Source: an optimization exercise on an open RTL-to-GDS flow (aim: small area and a short achievable clock period). Production flows keep margins and buffers that such runs may drop. At most, simulation tests tie the RTL to the original design; equivalence was not proved.

==> harbor <==
==> flow/design.v <==
module spi_slave_mem_burst #(
  parameter int ADDR_W   = 8,
  parameter int DATA_W   = 8,
  parameter int AUTO_INC = 1
) (
  input  logic clk,
  input  logic rst_n,
  input  logic ss_n,
  input  logic MOSI,
  output logic MISO,
  output logic valid_MISO,
  output logic sready
);
  localparam int MAX_W = (ADDR_W > DATA_W) ? ADDR_W : DATA_W;
  localparam int CNT_W = $clog2(MAX_W);
  localparam logic [ADDR_W-1:0] PTR_STEP = (AUTO_INC != 0) ? ADDR_W'(1) : '0;
  typedef enum logic [2:0] {
    IDLE, CMD, ADDR, WDATA, RD_WAIT, RDATA, DRAIN
  } state_t;
  state_t state, state_nxt;
  logic [DATA_W-1:0] mem [0:(1<<ADDR_W)-1];
  logic              cmd_hi;
  logic [CNT_W-1:0]  bit_cnt;
  logic [ADDR_W-2:0] addr_shift;
  logic [DATA_W-2:0] data_shift;
  logic [DATA_W-1:0] tx_shift;
  logic [ADDR_W-1:0] waddr;
  logic [ADDR_W-1:0] raddr;
  logic [ADDR_W-1:0] addr_word;
  logic [DATA_W-1:0] data_word;
  logic              addr_last;
  logic              data_last;
  logic              wr_en;
  assign addr_word = {addr_shift, MOSI};
  assign data_word = {data_shift, MOSI};
  assign addr_last = (bit_cnt == CNT_W'(ADDR_W - 1));
  assign data_last = (bit_cnt == CNT_W'(DATA_W - 1));
  assign wr_en     = (state == WDATA) && !ss_n && data_last;
  always_ff @(posedge clk or negedge rst_n) begin
    if (!rst_n) state <= IDLE;
    else        state <= state_nxt;
  end
  always_comb begin
    state_nxt = state;
    if (state == IDLE) begin
      if (!ss_n) state_nxt = CMD;
    end else if (ss_n) begin
      state_nxt = IDLE;
    end else begin
      case (state)
        CMD: begin
          case ({cmd_hi, MOSI})
            2'b01:   state_nxt = WDATA;
            2'b11:   state_nxt = RD_WAIT;
            default: state_nxt = ADDR;
          endcase
        end
        ADDR:    if (addr_last) state_nxt = DRAIN;
        RD_WAIT: state_nxt = RDATA;
        default: state_nxt = state;
      endcase
    end
  end
  always_comb begin
    sready     = 1'b0;
    valid_MISO = 1'b0;
    MISO       = 1'b0;
    case (state)
      IDLE:  sready = 1'b1;
      RDATA: begin
        valid_MISO = 1'b1;
        MISO       = tx_shift[DATA_W-1];
      end
      default: ;
    endcase
  end
  always_ff @(posedge clk or negedge rst_n) begin
    if (!rst_n) begin
      cmd_hi     <= 1'b0;
      bit_cnt    <= '0;
      addr_shift <= '0;
      data_shift <= '0;
      tx_shift   <= '0;
      waddr      <= '0;
      raddr      <= '0;
    end else if (ss_n) begin
      bit_cnt <= '0;
    end else begin
      case (state)
        IDLE: begin
          cmd_hi  <= MOSI;
          bit_cnt <= '0;
        end
        ADDR: begin
          addr_shift <= addr_word[ADDR_W-2:0];
          if (addr_last) begin
            bit_cnt <= '0;
            if (cmd_hi) raddr <= addr_word;
            else        waddr <= addr_word;
          end else begin
            bit_cnt <= bit_cnt + CNT_W'(1);
          end
        end
        WDATA: begin
          data_shift <= data_word[DATA_W-2:0];
          if (data_last) begin
            bit_cnt <= '0;
            waddr   <= waddr + PTR_STEP;
          end else begin
            bit_cnt <= bit_cnt + CNT_W'(1);
          end
        end
        RD_WAIT: begin
          tx_shift <= mem[raddr];
          raddr    <= raddr + PTR_STEP;
          bit_cnt  <= '0;
        end
        RDATA: begin
          if (data_last) begin
            tx_shift <= mem[raddr];
            raddr    <= raddr + PTR_STEP;
            bit_cnt  <= '0;
          end else begin
            tx_shift <= {tx_shift[DATA_W-2:0], 1'b0};
            bit_cnt  <= bit_cnt + CNT_W'(1);
          end
        end
        default: ;
      endcase
    end
  end
  always_ff @(posedge clk) begin
    if (wr_en) mem[waddr] <= data_word;
  end
endmodule
==> flow/run.sh <==
#!/bin/bash
# synth_recipe.tcl (not shown) runs the flow's synth.tcl, then flattens the netlist and writes it again
# the make line also repeats each setting of config.mk as NAME=value (left out here)
make -C /OpenROAD-flow-scripts/flow DESIGN_CONFIG=/design/flow/config.mk WORK_HOME=/design/flow/orfs CLKGATE_MAP_FILE= SYNTH_SCRIPT=/design/flow/synth_recipe.tcl finish
==> flow/config.mk <==
export PLATFORM = sky130hd
export DESIGN_NAME = spi_slave_mem_burst
export DESIGN_NICKNAME = spi_slave_mem_burst
export VERILOG_FILES = /design/flow/design.v
export SDC_FILE = /design/flow/constraint.sdc
export NUM_CORES = 4
export LEC_CHECK = 0
export CAP_MARGIN = 20
export CORE_MARGIN = 2
export CORE_UTILIZATION = 40
export SLEW_MARGIN = 20
==> flow/constraint.sdc <==
create_clock -name core_clock -period 4.5 [get_ports {clk}]
set_input_delay 0.9000 -clock core_clock [delete_from_list [all_inputs] [get_ports {clk}]]
set_output_delay 0.9000 -clock core_clock [all_outputs]
set_load 0.01 [all_outputs]
==> pepper: changes against harbor <==
==> flow/design.v (replaced) <==
module spi_slave_mem_burst #(
  parameter int ADDR_W   = 8,
  parameter int DATA_W   = 8,
  parameter int AUTO_INC = 1
) (
  input  logic clk,
  input  logic rst_n,
  input  logic ss_n,
  input  logic MOSI,
  output logic MISO,
  output logic valid_MISO,
  output logic sready
);
  localparam int WORDS = 256;
  localparam int G     = 4;              
  localparam int GW    = WORDS / G;      
  logic       st_cmd, st_addr_w, st_addr_r, st_wdata, st_rd_wait;
  logic       miso_q, valid_q, idle_q;
  logic [2:0] cnt;
  logic [6:0] sh;
  logic [6:0] tx;
  logic [7:0] waddr, raddr;
  logic [7:0] mem [0:WORDS-1];
  logic [7:0] rd_grp [0:G-1];
  logic [7:0] word_in;
  logic       at2, at3, go;
  logic       addr_done_w, addr_done_r, wr_en, rd_load;
  logic       rdata_nxt;
  logic [7:0] rd_word;
  assign word_in     = {sh, MOSI};
  assign go          = !ss_n;
  assign at2         = (cnt == 3'd2);
  assign at3         = (cnt == 3'd3);
  assign addr_done_w = go && st_addr_w && at2;
  assign addr_done_r = go && st_addr_r && at2;
  assign wr_en       = go && st_wdata && at2;
  assign rd_load     = go && (st_rd_wait || (valid_q && at3));
  assign rdata_nxt   = go && (st_rd_wait || valid_q);
  always_ff @(posedge clk or negedge rst_n) begin
    if (!rst_n) begin
      idle_q     <= 1'b1;
      st_cmd     <= 1'b0;
      st_addr_w  <= 1'b0;
      st_addr_r  <= 1'b0;
      st_wdata   <= 1'b0;
      st_rd_wait <= 1'b0;
      valid_q    <= 1'b0;
      miso_q     <= 1'b0;
    end else begin
      idle_q     <= ss_n;
      st_cmd     <= go && idle_q;
      st_addr_w  <= go && ((st_cmd && !sh[0] && !MOSI) || (st_addr_w && !at2));
      st_addr_r  <= go && ((st_cmd &&  sh[0] && !MOSI) || (st_addr_r && !at2));
      st_wdata   <= go && ((st_cmd && !sh[0] &&  MOSI) || st_wdata);
      st_rd_wait <= go && st_cmd && sh[0] && MOSI;
      valid_q    <= rdata_nxt;
      miso_q     <= rdata_nxt && (rd_load ? rd_word[7] : tx[6]);
    end
  end
  always_ff @(posedge clk) begin
    sh  <= word_in[6:0];
    cnt <= idle_q ? 3'd2 : cnt + 3'd1;
    tx  <= rd_load ? rd_word[6:0] : {tx[5:0], 1'b0};
  end
  always_ff @(posedge clk or negedge rst_n) begin
    if (!rst_n) begin
      waddr <= '0;
      raddr <= '0;
    end else begin
      if (addr_done_w)  waddr <= word_in;
      else if (wr_en)   waddr <= waddr + 8'd1;
      if (addr_done_r)  raddr <= word_in;
      else if (rd_load) raddr <= raddr + 8'd1;
    end
  end
  logic [WORDS-1:0] wsel, rsel;
  always_comb begin
    wsel = '0;
    rsel = '0;
    wsel[waddr] = wr_en;
    rsel[raddr] = 1'b1;
  end
  for (genvar w = 0; w < WORDS; w++) begin : g_row
    always_ff @(posedge clk) begin
      if (wsel[w]) mem[w] <= word_in;
    end
  end
  for (genvar g = 0; g < G; g++) begin : g_grp
    logic [7:0] acc;
    always_comb begin
      acc = '0;
      for (int i = 0; i < GW; i++)
        acc = acc | (mem[g*GW + i] & {8{rsel[g*GW + i]}});
    end
    always_ff @(posedge clk) rd_grp[g] <= acc;
  end
  always_comb begin
    rd_word = '0;
    for (int g = 0; g < G; g++) rd_word = rd_word | rd_grp[g];
  end
  assign sready     = idle_q;
  assign valid_MISO = valid_q;
  assign MISO       = miso_q;
endmodule
==> impl_metrics.ini <==
[die]
dieArea_sq_um = 202000

[final_layout]
layout_common_cells = 2048 x edfxtp_1, 487 x buf_4, 454 x a22oi_1, 325 x nor2_1, 242 x nand2_1
final_cells = 8004

[timing]
setup_slack_ps = -171
finalSetupViolCount = 1

[run_status]
check.faults = setup timing
status = failed layout checks
the above is filed under pepper

==> impl_metrics.ini <==
[run_status]
status = complete, no violations

[timing]
setup_slack_ps = 544
finalSetupViolCount = 0

[detailed_routing]
wl_per_cell_um = 30.9

[die]
dieArea_sq_um = 209000

[final_layout]
final_cells = 7288

[clock_tree]
numCtsBuffers = 208
the above is filed under harbor

No functional check of the RTL was part of pepper.

[port drivers added, routing unchanged]
The results above use ideal ports. As a check the final layouts listed here were re-extracted and re-timed, cells and wires unchanged.
Step 1 (the two cells are an assumption about what drives the block):
set clk [get_ports {clk}]
set_driving_cell -lib_cell sky130_fd_sc_hd__clkbuf_16 $clk
set_driving_cell -lib_cell sky130_fd_sc_hd__buf_2 [delete_from_list [all_inputs] $clk]
Step 2 also shifts input and output timing later by t, the mid clock arrival at the registers, as if the neighbouring blocks saw the same clock.
Slacks: ideal / step 1 / step 2; pairs: ideal / step 1.
run | shift t [ns] | setup WS [ns] | hold WS [ns] | slew at the worst register clock pin (ns) | pins driven straight from the clock port
harbor | 0.919 | 0.544 / 0.544 / 0.267 | 0.185 / 0.131 / 0.490 | 0.07 / 0.07 | 1
pepper | 0.961 | -0.171 / -0.171 / -0.309 | 0.382 / 0.323 / 0.445 | 0.07 / 0.07 | 1
For harbor, which loses most, drivers alone change the setup slack by 0.000 ns; drivers and shift together by -0.277 ns.
